From an optimization exercise on the open Yosys and OpenROAD flow, aimed at small area, a short achievable clock period and few clock cycles per item; shortcuts taken in it are not production practice. Only simulation tests tie the RTL to the original design; equivalence was not proved. Power and IR drop assume default switching activity.

== run 1 ==
==> flow/design.v (excerpt) <==
module muldiv_unit #(
    parameter int SLOT_W = 3
) (
    input  logic                 clk,
    input  logic                 rst,
    input  logic                 mul_start,
    input  muldiv_pkg::operand_t mul_a,
    input  muldiv_pkg::operand_t mul_b,
    input  logic [SLOT_W-1:0]    mul_tag,
    output logic                 mul_busy,
    input  logic                 div_start,
    input  muldiv_pkg::operand_t div_dividend,
    input  muldiv_pkg::operand_t div_divisor,
    input  logic [SLOT_W-1:0]    div_tag,
    output logic                 div_busy,
    input  logic [SLOT_W-1:0]    rd_slot,
    output muldiv_pkg::result_t  rd_data
);
    logic                mul_we;
    logic                mul_wr_next;
    logic [SLOT_W-1:0]   mul_slot;
    muldiv_pkg::result_t mul_data;
    logic                div_we;
    logic [2**SLOT_W-1:0] div_sel;
    logic [SLOT_W-1:0]   div_slot;
    muldiv_pkg::result_t div_data;
    logic                bank_we;
    logic [SLOT_W-1:0]   bank_slot;
    muldiv_pkg::result_t bank_data;
    shift_add_multiplier #(.SLOT_W(SLOT_W)) i_mul (
        .clk(clk), .rst(rst), .start(mul_start), .a(mul_a), .b(mul_b), .tag(mul_tag),
        .busy(mul_busy), .wr_en(mul_we), .wr_next(mul_wr_next), .wr_slot(mul_slot), .wr_data(mul_data)
    );
    restoring_divider #(.SLOT_W(SLOT_W)) i_div (
        .clk(clk), .rst(rst), .start(div_start), .dividend(div_dividend),
        .divisor(div_divisor), .tag(div_tag), .mul_wr_next(mul_wr_next), .busy(div_busy),
        .wr_en(div_we), .wr_sel(div_sel), .wr_slot(div_slot), .wr_data(div_data)
    );
    result_arbiter #(.SLOT_W(SLOT_W)) i_arb (
        .mul_we(mul_we), .mul_slot(mul_slot), .mul_data(mul_data),
        .div_we(div_we), .div_slot(div_slot), .div_data(div_data),
        .bank_we(bank_we), .bank_slot(bank_slot), .bank_data(bank_data)
    );
    result_bank #(.SLOT_W(SLOT_W)) i_bank (
        .clk(clk), .we(bank_we), .wr_slot(bank_slot), .wr_data(bank_data),
        .byp_sel(div_sel), .byp_data(div_data),
  ...
clock: 5.0 ns
lec_check: 0
cap_margin: 20
core_margin: 2
core_utilization: 60
place_density: 0.75
setup_slack_margin: 0.9
slew_margin: 20
run.sh (not shown) runs the stock make flow with config.mk's settings and CLKGATE_MAP_FILE= SYNTH_SCRIPT=/design/flow/synth_recipe.tcl, a recipe that flattens the netlist after the stock synthesis.
Testbench counts of run 1, summed over its fixed seeds: cycles 11,126, ops 3,200.
## Diff of input files: run 2 against run 1
-- flow/config.mk --
<<< run 1, line 9
export CORE_MARGIN = 2
export CORE_UTILIZATION = 60
export PLACE_DENSITY = 0.75
export SETUP_SLACK_MARGIN = 0.9
>>> run 2, line 9
export CORE_MARGIN = 2
export CORE_UTILIZATION = 40
export CTS_BUF_LIST = sky130_fd_sc_hd__clkbuf_4 sky130_fd_sc_hd__clkbuf_8
export PLACE_DENSITY = 0.6
export SETUP_SLACK_MARGIN = 0.9
Notes after the runs:
Run 1: flow completed, timing, DRC and antenna clean. Run 2: all stages complete, timing, DRC and antenna checks passed. Looking at via count, run 2 sits 0.95% below run 1. Run 2 vs. run 1: share of the cycle needed by the critical path after routing went down by 1.5 points. On placed instance area: run 2 sits above run 1. Looking at static leakage across both flows, run 2 is the weaker of the two, with run 1 ahead. Re worst hold slack across all endpoints: run 2 and run 1 aren't equal, and the lower value belongs to run 1. Relative to run 1, final routed wire length divided by cell count has decreased by 4.6% in run 2. Run 1 → run 2: final cell count rose by 9.9%, post-layout minimum cycle time now sits lower, sequential cell count saw little to no change, multi-input gate share of total cell area has decreased.
Here is what was changed in the inputs of run 3 compared with run 2.
-- flow/config.mk --
<<< run 2, line 10
export CORE_UTILIZATION = 40
export CTS_BUF_LIST = sky130_fd_sc_hd__clkbuf_4 sky130_fd_sc_hd__clkbuf_8
export PLACE_DENSITY = 0.6
export SETUP_SLACK_MARGIN = 0.9
export SLEW_MARGIN = 20
>>> run 3, line 10
export CORE_UTILIZATION = 40
export PLACE_DENSITY = 0.6
export SETUP_SLACK_MARGIN = 1.3
export SLEW_MARGIN = 20
## What came out
Combinational fraction of design power, run 3 and run 2, lower one = run 2.
Wire length reported by the detailed router, run 3 vs run 2: up by a few percent
Taking run 2 as the reference, in run 3 number of logic stages on the critical path including buffering rose 1; ratio of total power to cell area rose 0.55%; count of buffer and inverter cells on the critical path rose 2.
Edits applied to the flow inputs when going from run 3 to run 4:
-- flow/config.mk --
<<< run 3, line 10
export CORE_UTILIZATION = 40
export PLACE_DENSITY = 0.6
export SETUP_SLACK_MARGIN = 1.3
export SLEW_MARGIN = 20
>>> run 4, line 10
export CORE_UTILIZATION = 40
export CTS_BUF_LIST = sky130_fd_sc_hd__clkbuf_4 sky130_fd_sc_hd__clkbuf_8
export PLACE_DENSITY = 0.6
export SETUP_SLACK_MARGIN = 1.05
export SLEW_MARGIN = 20
==> results.txt <==
Worst setup path startpoint: i_div.wr_sel[4] -> run 4, i_div.shift[1] -> run 3
Per the comparison of run 4 with run 3, non-clock buffer instance count of the final layout decreased 95, clock slew seen by the registers of the worst setup and hold paths did not really move.
Sequential share of layout area was lower in run 3 than in run 4.
Met2 layer usage reported by global route (run 4 over run 3): decrease, 1.8 points
[run 4] final critical delay including setup and external delays rose 0.043 ns relative to run 3
Looking at share of the clock period used by the worst path after layout, run 4 sits 0.86 points above run 3.
The number of antenna violations at the first check in global routing number comes out lower for run 3 vs run 4.
On worst stage delay on the critical path, the higher figure sits with run 3, not run 4.
Comparing run 4 against run 3, there is no change at all in number of nets in the synthesized netlist.
The final reports for run 4 and run 3 show layout overhead on the synthesized area lower in the former.
Post-place instance area on run 4 is down relative to run 3.
Run comparison: run 3 type of the worst setup path flop to flop; run 4 type of the worst setup path flop to output pin

---

muldiv_unit again, from the RTL that the note above started with.
==> flow/config.mk <==
export PLATFORM = sky130hd
export DESIGN_NAME = muldiv_unit
export DESIGN_NICKNAME = muldiv_unit
export VERILOG_FILES = /design/flow/design.v
export SDC_FILE = /design/flow/constraint.sdc
export NUM_CORES = 4
export LEC_CHECK = 0
export ABC_AREA = 1
export CAP_MARGIN = 20
export CORE_MARGIN = 2
export CORE_UTILIZATION = 40
export PLACE_DENSITY = 0.6
export SETUP_SLACK_MARGIN = 0.9
export SLEW_MARGIN = 20
==> flow/constraint.sdc <==
create_clock -name core_clock -period 5.0 [get_ports {clk}]
set_input_delay 1.0000 -clock core_clock [delete_from_list [all_inputs] [get_ports {clk}]]
set_output_delay 1.0000 -clock core_clock [all_outputs]
set_load 0.01 [all_outputs]
Testbench counts at the start, summed over its fixed seeds: cycles 11,126, ops 3,200.
Next try:
--- a/flow/config.mk
+++ b/flow/config.mk
@@ -8 +7,0 @@
-export ABC_AREA = 1
@@ -11,0 +11 @@
+export CTS_BUF_LIST = sky130_fd_sc_hd__clkbuf_4 sky130_fd_sc_hd__clkbuf_8
@@ -13 +13 @@
-export SETUP_SLACK_MARGIN = 0.9
+export SETUP_SLACK_MARGIN = 1.2
The changed run produced a clean layout; via count falls by 4.3%; synthesized area went down by 0.45%; worst hold slack gets worse by 0.0032 ns; clock skew went up by 0.025 ns; total power falls by 3.7%.

afterwards: timing with drivers on the ports:
The flow's constraints put no driver on any port. The routed layouts listed below were extracted and timed again, unchanged, in two steps.
Step 1: set_driving_cell puts a clkbuf_16 on clk and a buf_2 on each other input, an assumption about the parent block.
Step 2 also shifts input and output timing later by t, the mid clock arrival at the registers, as if the neighbouring blocks saw the same clock.
a / b / c = no drivers / after step 1 / after step 2; a / b = the first two.
run | shift t [ns] | slack for setup (ns) | worst setup path after step 2
run 1 | 0.734 | 0.783 / 0.783 / 0.355 | input to register
run 2 | 0.938 | 0.857 / 0.816 / 0.017 | input to register
run 3 | 0.752 | 0.964 / 0.964 / 0.659 | input to register
run 4 | 0.961 | 0.921 / 0.840 / 0.270 | input to register
the first run of note 2 | 0.789 | 0.827 / 0.704 / 0.319 | input to register
the second run of note 2 | 0.922 | 0.874 / 0.874 / 0.446 | input to register
After both steps every run listed still meets setup and hold. For run 2, which loses most, drivers alone change the setup slack by -0.041 ns; drivers and shift together by -0.840 ns.
